Source: an optimization exercise on an open RTL-to-GDS flow (aim: small area and a short achievable clock period). Production flows keep margins and buffers that such runs may drop. No run shown here included a check of the RTL's function; only the layout flow was run. No activity file was given, so power comes from the tool's default toggle rates.

File: flow/run.sh
#!/bin/bash
# synth_recipe.tcl (not shown) runs the flow's synth.tcl, then flattens the netlist and writes it again
# the make line also repeats each setting of config.mk as NAME=value (left out here)
make -C /OpenROAD-flow-scripts/flow DESIGN_CONFIG=/design/flow/config.mk WORK_HOME=/design/flow/orfs CLKGATE_MAP_FILE= SYNTH_SCRIPT=/design/flow/synth_recipe.tcl finish
File: flow/config.mk
export PLATFORM = sky130hd
export DESIGN_NAME = ddr5_dimm_responder
export DESIGN_NICKNAME = ddr5_dimm_responder
export VERILOG_FILES = /design/flow/design.v
export SDC_FILE = /design/flow/constraint.sdc
export NUM_CORES = 4
export LEC_CHECK = 0
export CAP_MARGIN = 20
export CORE_MARGIN = 2
export CORE_UTILIZATION = 40
export SLEW_MARGIN = 20
File: flow/constraint.sdc
create_clock -name core_clock -period 20.0 [get_ports {clk}]
set_input_delay 4.0000 -clock core_clock [delete_from_list [all_inputs] [get_ports {clk}]]
set_output_delay 4.0000 -clock core_clock [all_outputs]
set_load 0.01 [all_outputs]
File: flow/design.v
module ddr5_dimm_responder (
  input  logic        clk,
  input  logic        rst,
  input  logic        cmd_valid,
  input  logic [2:0]  cmd_type,
  input  logic        cmd_channel,
  input  logic [2:0]  cmd_bg,
  input  logic [1:0]  cmd_bank,
  input  logic [15:0] cmd_row,
  input  logic [5:0]  cmd_col,
  output logic        rd_valid,
  output logic [26:0] rd_tag,
  output logic        wr_ack,
  output logic [26:0] wr_tag,
  output logic        err_valid,
  output logic [2:0]  err_code,
  output logic [5:0]  open_banks
);
  localparam logic [6:0]   T_ACT_LD = 7'b0110000;   
  localparam logic [6:0]   T_PRE_LD = 7'b1000010;   
  localparam logic [127:0] OPEN_SET = 128'h00040560043368510238258d164a1301;
  logic [2:0]  eff;
  assign eff = (cmd_valid && !cmd_channel) ? cmd_type : 3'd0;
  logic [2:0]  p_type;
  logic [4:0]  p_idx;
  logic [15:0] p_row;
  logic [5:0]  p_col;
  always_ff @(posedge clk) begin
    p_type <= eff;
    p_idx  <= {cmd_bg, cmd_bank};
    p_row  <= cmd_row;
    p_col  <= cmd_col;
  end
  logic dec_q;   
  always_ff @(posedge clk or posedge rst) begin
    if (rst) dec_q <= 1'b0;
    else     dec_q <= !dec_q && (eff == 3'd1 || eff == 3'd3 || eff == 3'd5);
  end
  logic [4:0] idx_in;
  assign idx_in = {cmd_bg, cmd_bank};
  logic [6:0]  tmr  [32];
  logic [31:0] live;
  logic [15:0] rows [32];
  logic        f_act, f_pre;
  logic [4:0]  f_idx;
  function automatic logic [6:0] tmr_step(input logic [6:0] q);
    tmr_step = {q[5:0], (q[6] == q[5]) && (q != 7'd0)};
  endfunction
  logic [31:0] pre_ok_v, pre_err_v;
  always_comb begin
    for (int i = 0; i < 32; i++) begin
      pre_ok_v[i]  = live[i] && (tmr[i] == 7'd0) && !(f_pre && f_idx == 5'(i));
      pre_err_v[i] = (live[i] && (tmr[i] != 7'd0)) || (f_act && f_idx == 5'(i));
    end
  end
  logic [6:0] s_p;
  logic       closed_p, live_p, open_p;
  assign s_p      = tmr[p_idx];
  assign live_p   = live[p_idx];
  assign closed_p = !live_p && (s_p == 7'd0);
  assign open_p   = live_p && OPEN_SET[s_p];
  logic p_is_act, p_is_rd;
  assign p_is_act = (p_type == 3'd1);
  assign p_is_rd  = (p_type == 3'd3);
  logic pair_ok, pair_err;
  logic [2:0] pair_code;
  assign pair_ok   = (eff == p_type + 3'd1) && (idx_in == p_idx) &&
                     (p_is_act ? (cmd_row == p_row) : (cmd_col == p_col));
  assign pair_err  = p_is_act ? !closed_p : !open_p;
  assign pair_code = p_is_act ? (live_p ? 3'd1 : 3'd5) : 3'd2;
  logic is_half2, is_pre;
  assign is_half2 = (eff == 3'd2) || (eff == 3'd4) || (eff == 3'd6);
  assign is_pre   = (eff == 3'd7);
  logic err_v_d, exec_act, exec_rw, exec_pre;
  logic [2:0] err_c_d;
  assign err_v_d  = dec_q ? (!pair_ok || pair_err) : (is_half2 || (is_pre && pre_err_v[idx_in]));
  assign err_c_d  = dec_q ? (pair_ok ? pair_code : 3'd4) : (is_half2 ? 3'd4 : 3'd3);
  assign exec_act = dec_q && pair_ok && p_is_act && closed_p;
  assign exec_rw  = dec_q && pair_ok && !p_is_act && open_p;
  assign exec_pre = !dec_q && is_pre && pre_ok_v[idx_in];
  logic       err_valid_q;
  logic [2:0] err_code_q;
  logic [5:0] open_q;
  always_ff @(posedge clk or posedge rst) begin
    if (rst) begin
      err_valid_q <= 1'b0;
      err_code_q  <= 3'd0;
      f_act       <= 1'b0;
      f_pre       <= 1'b0;
      open_q      <= 6'd0;
    end else begin
      err_valid_q <= err_v_d;
      err_code_q  <= err_c_d;
      f_act       <= exec_act;
      f_pre       <= exec_pre;
      open_q      <= open_q + {5'd0, f_act} - {5'd0, f_pre};
    end
  end
  always_ff @(posedge clk) f_idx <= dec_q ? p_idx : idx_in;
  always_ff @(posedge clk or posedge rst) begin
    if (rst) begin
      live <= '0;
      for (int i = 0; i < 32; i++) tmr[i] <= 7'd0;
    end else begin
      for (int i = 0; i < 32; i++) begin
        if (f_act && f_idx == 5'(i)) begin
          tmr[i]  <= T_ACT_LD;
          live[i] <= 1'b1;
        end else if (f_pre && f_idx == 5'(i)) begin
          tmr[i]  <= T_PRE_LD;
          live[i] <= 1'b0;
        end else begin
          tmr[i]  <= tmr_step(tmr[i]);
        end
      end
    end
  end
  always_ff @(posedge clk) begin
    for (int i = 0; i < 32; i++)
      if (dec_q && p_is_act && closed_p && p_idx == 5'(i)) rows[i] <= p_row;
  end
  localparam int HL = 19;
  logic          ph;
  logic          s_v, s_r;
  logic [10:0]   s_d;
  logic [HL:1]   h_v, h_r, h_late;
  logic [10:0]   h_d [1:HL];
  always_ff @(posedge clk or posedge rst) begin
    if (rst) begin
      ph  <= 1'b0;
      s_v <= 1'b0;
      h_v <= '0;
    end else begin
      ph  <= !ph;
      s_v <= exec_rw;
      if (ph) h_v <= {h_v[HL-1:1], exec_rw || s_v};
    end
  end
  always_ff @(posedge clk) begin
    s_r <= p_is_rd;
    s_d <= {p_idx, p_col};
    if (ph) begin
      h_r[1]    <= exec_rw ? p_is_rd : s_r;
      h_late[1] <= exec_rw;
      h_d[1]    <= exec_rw ? {p_idx, p_col} : s_d;
      h_r[HL:2]    <= h_r[HL-1:1];
      h_late[HL:2] <= h_late[HL-1:1];
      for (int k = 2; k <= HL; k++) h_d[k] <= h_d[k-1];
    end
  end
  logic        wr_early, wr_look, rd_look;
  logic [10:0] sel_d;
  logic [15:0] row_m;
  assign wr_early = ph && h_v[HL-1] && !h_r[HL-1] && !h_late[HL-1];
  assign wr_look  = wr_early || (!ph && h_v[HL] && !h_r[HL] && h_late[HL]);
  assign rd_look  = h_v[HL] && h_r[HL] && (ph == h_late[HL]);
  assign sel_d    = wr_early ? h_d[HL-1] : h_d[HL];
  assign row_m    = rows[sel_d[10:6]];
  logic        rd_look_q, rd_valid_q, wr_ack_q;
  logic [26:0] rd_tag_q, wr_tag_q;
  always_ff @(posedge clk or posedge rst) begin
    if (rst) begin
      rd_look_q  <= 1'b0;
      rd_valid_q <= 1'b0;
      wr_ack_q   <= 1'b0;
      rd_tag_q   <= '0;
      wr_tag_q   <= '0;
    end else begin
      rd_look_q  <= rd_look;
      rd_valid_q <= rd_look_q;
      wr_ack_q   <= wr_look;
      if (rd_look) rd_tag_q <= {sel_d[10:6], row_m, sel_d[5:0]};
      if (wr_look) wr_tag_q <= {sel_d[10:6], row_m, sel_d[5:0]};
    end
  end
  assign rd_valid   = rd_valid_q;
  assign rd_tag     = rd_tag_q;
  assign wr_ack     = wr_ack_q;
  assign wr_tag     = wr_tag_q;
  assign err_valid  = err_valid_q;
  assign err_code   = err_code_q;
  assign open_banks = open_q;
endmodule
==> flow_metrics.tcl, run 1 <==
set metrics [dict create \
    fin_crit_sh 0.376 \
    cts_root_buf "clkbuf_16" \
    max_slew.worst_pin.slew_ns 1.19 \
    clockBufferDepth 3 \
    synth_edf_count 759 \
    grt_pass1_wl_um 197000 \
    timing.fmax_mhz 133 \
    ys_warn_count 4 \
    path_clk_slew_ns 0.06 \
    synth_nets 3158 \
    relSlewSlack 0.207 \
    total_power_mw 5.86 \
    cts.htree.levels 3 \
    synth.top_cell.area_share 0.510 \
    outcome "timing/DRC/antenna clean" \
    setup_viol 0 \
    yosys.area.top_type "edfxtp_1" \
    final-hold-violation-count 0 \
    synth_area_leaders "edfxtp_1, dfrtp_1, a22oi_1" \
    hold_class "reg2reg" \
    postLayoutCoreUtil 0.466 \
    crit_path_max_fanout 9 \
    p_leak_nw 19.0 \
    syn_avg_cell_area_um2 14.4 \
    die-area_um2 114000 \
    max-cap-violations 0 \
    synthTopCellsByCount "edfxtp_1, nand2_1, dfrtp_1, a22oi_1, nor2_1" \
    netlist_area_um2 44700 \
    wirelength_um 136000 \
    fin_skew_ns 0.0725 \
    rows 122 \
    stdcell_area_um2 51700 \
    yosysSeqAreaShare 0.725 \
    worstPathRequired_ns 20.46 \
    drt-vias-per-instance 5.92 \
    drt_pre_antenna_iters 6 \
    io_pins 100 \
    first_global_vias 27700 \
    diodes 0 \
    cts_tree "built" \
    drc 0 \
    clock_sinks 1153 \
    synth_ff_type "edfxtp_1" \
    period_minus_slack_ns 7.51 \
    dieWidth_um 338 \
    avgRoutedWirePerCell_um 28.0 \
    ant_nets 0 \
    antenna_found_initial 0 \
    cts_hold_buf 0 \
    synthDistinctLibCells 81 \
    coreArea_um2 111000 \
    io_buffers 99 \
    dr.first_iter.drc_count 4020 \
    finalNetCount 3330 \
    layout.cells.non_filler 4869 \
    endpoint_kind "flop" \
    clk_latency_ns 0.72 \
    drv_slew 0 \
    die_h_um 338 \
    path_class "in2reg" \
    ctsResizeCount 0 \
    grt_usage 0.234 \
    dpl-instance-area_um2 47900 \
    peakVddDrop_mv 0.0787 \
    pre_cts_slack_ns 11.75 \
    powerDensity_nw_per_um2 113 \
    cts_setup_buffers 0 \
    synthArstFlopShare 0.301 \
    timing.critical_path.from_type "primary input" \
    globalplace.congestion 0.989 \
    dp_hpwl_um 86200 \
    cts_buffers 112 \
    dp.cells 4656 \
    synthCells 3110 \
    route.vias.total 28800 \
    drive_above_1_share 0.130 \
    grt_max_degree 202 \
    synth.most_common_cell "edfxtp_1" \
    area_delta_synth_final_pct 15.6 \
    setup_slack_ns 12.49 \
    start_util 0.403 \
    cp.arrival_ns 7.98 \
    overflow 0 \
    rsz0062_at_grt "no" \
    tns_ns 0 \
    whs_ns 0.348 \
    synth-seq-cells 1153 \
]
==> where the power goes <==
part | leakage (nW) | switching (mW) | internal (mW)
sequential | 11.9 | 0.338 | 2.79
combinational | 5.21 | 0.285 | 0.286
clock | 1.85 | 0.926 | 1.24
==> layer usage <==
metal / share of wire / track usage / vias to the layer above
met1: 0.41 / 0.325 / 14600
li1: - / - / 12300
met5: 0 / 0 / -
met4: 0.044 / 0.0915 / 0
met2: 0.45 / 0.358 / 1549
met3: 0.094 / 0.0505 / 300
==> critical path: stages <==
cell             delay, ns
clkdlybuf4s50_1       0.56
xnor2_1               0.51
nand4_1               0.17
nor4_1                0.62
nand3_1               0.15
a21oi_1               0.26
nor2b_1               0.23
o211ai_1              0.15
a2111oi_4             0.63
buf_4                 0.34
mux2_2                0.35
==> registers in the layout, summed over array words and instances, names as in the netlist, 6 cells and up <==
| signal | cells |
|---|---|
| live | 32 |
| tmr | 224 |
| h_r | 19 |
| h_v | 19 |
| rows | 512 |
| open_q | 6 |
| rd_tag_q | 27 |
| p_col | 6 |
| p_row | 16 |
| s_d | 11 |
| h_d | 209 |
| h_late | 19 |
| wr_tag_q | 27 |
==> final timing paths <==
path,end,cells after the start,slack [ns],start
worst max-delay path,h_d[1][10]$_DFFE_PP_,11,12.49,cmd_row[6]
worst min-delay path,rd_valid_q$_DFF_PP0_,0,0.35,rd_look_q$_DFF_PP0_
worst max register to register,rows[5][12]$_DFFE_PP_,17,13.42,p_idx[0]$_DFF_P_
worst min register to register,rd_valid_q$_DFF_PP0_,0,0.35,rd_look_q$_DFF_PP0_
max in group asynchronous,ph$_DFF_PP0_,4,13.98,rst
min in group asynchronous,tmr[29][2]$_DFF_PP0_,2,3.84,rst
==> kinds of logic after synthesis <==
kind of cell | Yosys count | synth area share
multiplexers | 123 | 0.0345
AO/OA/AOI/OAI | 522 | 0.0875
AND/OR/NAND/NOR | 1052 | 0.117
adder cells (fa/ha/maj) | 14 | 0.00409
XOR/XNOR | 68 | 0.0133
buffers and inverters | 178 | 0.0188
flip-flops | 1153 | 0.725
==> area by class of cell <==
class	count	area, um^2
clock buffer	158	3140
clock inverter	55	682
fill	9784	59100
inverter	39	154
multi-input combinational	1779	11700
sequential	1153	32400
tap	1488	1860
timing repair buffer	197	1730
==> cells in the final DEF, fill, tap and decap left out, types with 74 or more instances in the layout <==
cell,count
nand3_1,122
and3_1,74
clkbuf_16,112
dfrtp_1,346
a22oi_1,183
nand4_1,78
buf_4,97
nand2_1,363
nor2_1,137
clkdlybuf4s50_1,98
mux2_2,74
edfxtp_1,759
==> inputs of run 2 (changes only) <==
==> flow/flow/run.sh (new file) <==
#!/bin/bash
# Standard ORFS layout (the standard.sh) with extra optimisation effort: repair_timing is
# asked to leave extra setup margin, and cells may be resized across footprints. The timing
# constraints (constraint.sdc) are unchanged.
set -euo pipefail
source flow/knobs.sh
bash standard.sh SETUP_SLACK_MARGIN=$MARGIN MATCH_CELL_FOOTPRINT=0 $EXTRA finish > standard_make.log 2>&1
==> flow/flow/knobs.sh (new file) <==
MARGIN=14.6
EXTRA=""
==> flow/standard.sh (new file) <==
#!/bin/bash
# synth_recipe.tcl (not shown) runs the flow's synth.tcl, then flattens the netlist and writes it again
# the make line also repeats each setting of config.mk as NAME=value (left out here)
make -C /OpenROAD-flow-scripts/flow DESIGN_CONFIG=/design/flow/config.mk WORK_HOME=/design/flow/orfs CLKGATE_MAP_FILE= SYNTH_SCRIPT=/design/flow/synth_recipe.tcl "${@:-finish}"
removed: flow/run.sh
==> flow_metrics.tcl, run 2 <==
set metrics [dict create \
    relSlewSlack 0.193 \
    area_delta_synth_final_pct 17.6 \
    antenna_found_initial 3 \
    tns_ns 0 \
    die_h_um 338 \
    path_clk_slew_ns 0.06 \
    p_leak_nw 20.6 \
    synth.most_common_cell "edfxtp_1" \
    cts.htree.levels 3 \
    cp.arrival_ns 7.05 \
    whs_ns 0.349 \
    dieWidth_um 338 \
    rsz0062_at_grt "yes" \
    layout.cells.non_filler 4907 \
    r2r-end "rows[27][6]$_DFFE_PP_" \
    pwr-share-clk 0.375 \
    synthDistinctLibCells 81 \
    final-hold-violation-count 0 \
    outcome "timing/DRC/antenna clean" \
    crit_top_cell "buf_8" \
    cts_buffers 115 \
    p_int_mw 4.35 \
    max_slew.worst_pin.slew_ns 1.20 \
    path_class "in2reg" \
    cts_hold_buf 0 \
    synth-seq-cells 1153 \
    overflow 0 \
    worstPathRequired_ns 20.48 \
    rows 122 \
    whs_path_depth 0 \
    hold_class "reg2reg" \
    max_stage_delay_ns 0.66 \
    drt_pre_antenna_iters 6 \
    fin_skew_ns 0.0680 \
    cts_tree "built" \
    synth.top_cell.area_share 0.510 \
    synthCells 3110 \
    dr.first_iter.drc_count 4148 \
    worstHoldStart "rd_look_q$_DFF_PP0_" \
    timing.critical_path.from_type "primary input" \
    cts_root_buf "clkbuf_16" \
    syn_avg_cell_area_um2 14.4 \
    clk_latency_ns 0.75 \
    drt-vias-per-instance 5.95 \
    synth_ff_type "edfxtp_1" \
    avgRoutedWirePerCell_um 28.3 \
    setup_slack_ns 13.43 \
    seq_power_share 0.527 \
    grt_usage 0.238 \
    synth_edf_count 759 \
    drv_slew 0 \
    io_buffers 99 \
    power_frac_comb 0.099 \
    wirelength_um 139000 \
    synthArstFlopShare 0.301 \
    top_register "rows" \
    synth_area_leaders "edfxtp_1, dfrtp_1, a22oi_1" \
    dp.cells 4670 \
    finalNetCount 3365 \
    largest_reg_flops 512 \
    drive_above_1_share 0.147 \
    dp_hpwl_um 88600 \
    powerDensity_nw_per_um2 113 \
    ys_warn_count 4 \
    period_minus_slack_ns 6.57 \
    crit_path_max_fanout 7 \
    io_pins 100 \
    drc 0 \
    die-area_um2 114000 \
    grt_max_degree 89 \
    yosysSeqAreaShare 0.725 \
    final_common_cell "edfxtp_1" \
    setup_viol 0 \
    layout_common_cells "edfxtp_1, nand2_1, dfrtp_1, a22oi_1, nor2_1" \
    min_to "rd_valid_q$_DFF_PP0_" \
    ant_nets 0 \
    max-cap-violations 0 \
    peakVddDrop_mv 0.0769 \
    clockBufferDepth 3 \
    power.switching_mw 1.57 \
    crit_chain "buf_8 -> xnor2_4 -> nand4_1 -> nor4_4 -> nand3_4 -> a21oi_4 -> nor2b_4 -> o211ai_1 -> a2111oi_4 -> buf_4 -> buf_8 -> mux2_4" \
    fin_crit_sh 0.328 \
    start_util 0.403 \
    timing.fmax_mhz 152 \
    clock_sinks 1153 \
    coreArea_um2 111000 \
    synth_nets 3158 \
    top_regs "rows: 512 flops, tmr: 224 flops, h_d: 209 flops" \
    globalplace.congestion 1.02 \
    swShare 0.265 \
    reg2reg_from "p_idx[0]$_DFF_P_" \
    r2r_slack_ns 14.71 \
    first_global_vias 28200 \
    netlist_area_um2 44700 \
    grt_pass1_wl_um 200000 \
    pre_cts_slack_ns 11.68 \
    yosys.area.top_type "edfxtp_1" \
    r2r_cells 16 \
    slowest_stage "nor4_4" \
    route.vias.total 29200 \
    endpoint_kind "flop" \
    synthTopCellsByCount "edfxtp_1, nand2_1, dfrtp_1, a22oi_1, nor2_1" \
]
[run 2: critical path, delay by kind of cell]
family          cells  cell delay (ns)
compound gates      3             0.61
xor+xnor            1             0.12
mux                 1             0.30
simple gates        4             1.56
buf+inv             3             0.43
[run 2: metal layers]
metal	track usage	wire length, um
met5	0	13
met4	0.118	7360
met3	0.0428	12600
met2	0.368	63200
met1	0.326	55800
[run 2: per-stage QoR]
| stage | power [mW] | util | area [um^2] |
|---|---|---|---|
| after global placement | 3.70 | 0.433 | 48000 |
| after detailed placement | 3.72 | 0.433 | 48000 |
| after floorplan | 3.43 | - | 44800 |
| after global routing | 6.13 | 0.474 | 52600 |
| after CTS | 5.93 | 0.473 | 52400 |
| final | 5.92 | 0.475 | 52600 |
[run 2: kinds of logic (layout without fill, tap and decap cells)]
family,Yosys count,after routing,synth area share
xor gates and xnor gates,68,68,0.0133
AOI/OAI and AO/OA,522,522,0.0875
other,0,3,0
DFF,1153,1153,0.725
buffers and inverters,178,484,0.0188
and+or+nand+nor,1052,1052,0.117
adders and majority gates,14,14,0.00409
muxes,123,123,0.0345
[run 2: layout make-up]
cell class,count,area (um^2)
Clock inverter,66,756
Multi-Input combinational cell,1779,11900
Clock buffer,150,3190
Inverter,39,154
Timing Repair Buffer,229,2300
Sequential cell,1153,32400
Tap cell,1488,1860
Antenna cell,3,7.51
Fill cell,9718,58200
[run 2: repair_timing]
action | in CTS | in global routing
setup endpoints to repair | 537 | 329
pin swaps | 10 | 10
resized for setup | 122 | 29
cloned | 2 | 1
setup buffers | 8 | 7
[run 2: worst max-delay path by stage]
stage / startpoint / end / slack, ns
2_1_floorplan: rst / dec_q$_DFF_PP0_ / 11.36
3_5_place_dp: cmd_row[0] / h_d[1][4]$_DFFE_PP_ / 11.68
4_1_cts: cmd_row[13] / h_d[1][2]$_DFFE_PP_ / 13.32
3_3_place_gp: cmd_row[0] / h_d[1][0]$_DFFE_PP_ / 11.74
5_1_grt: cmd_row[0] / h_d[1][10]$_DFFE_PP_ / 13.33
6_report: cmd_row[0] / h_d[1][2]$_DFFE_PP_ / 13.43
[run 2: power groups by stage]
stage,Sequential (mW),Clock (mW),Combinational (mW)
CTS,3.10,2.26,0.577
global placement,3.15,0,0.556
finish,3.12,2.22,0.583
floorplan,2.99,0,0.433
global route,3.14,2.35,0.645
detailed placement,3.15,0,0.572

what the ideal ports hide:
How much do the figures lean on ideal ports? The routed layouts below were timed once more, with nothing changed but the port constraints.
Step 1 sets driving cells, clkbuf_16 on the clock port and buf_2 on the other inputs (assumed; they add their load-dependent delay and slew).
Step 2, shift: input delay + t, output delay - t, t = (earliest + latest rising clock arrival at the registers) / 2. This alone moves slack from input paths to output paths.
Slacks: no drivers / after step 1 / after step 2; pairs: no drivers / after step 1.
run | shift t [ns] | setup WS [ns] | hold WS [ns] | worst setup path after step 2 | clock arrival spread, ns
run 1 | 0.757 | 12.487 / 12.534 / 11.777 | 0.348 / 0.348 / 0.348 | input to register | 0.074 / 0.074
run 2 | 0.780 | 13.434 / 13.462 / 12.682 | 0.349 / 0.349 / 0.349 | input to register | 0.068 / 0.068
After both steps setup and hold are still met in every run listed. The setup slack of run 2, which loses most, moves by +0.028 ns with the drivers and by -0.752 ns with both steps.
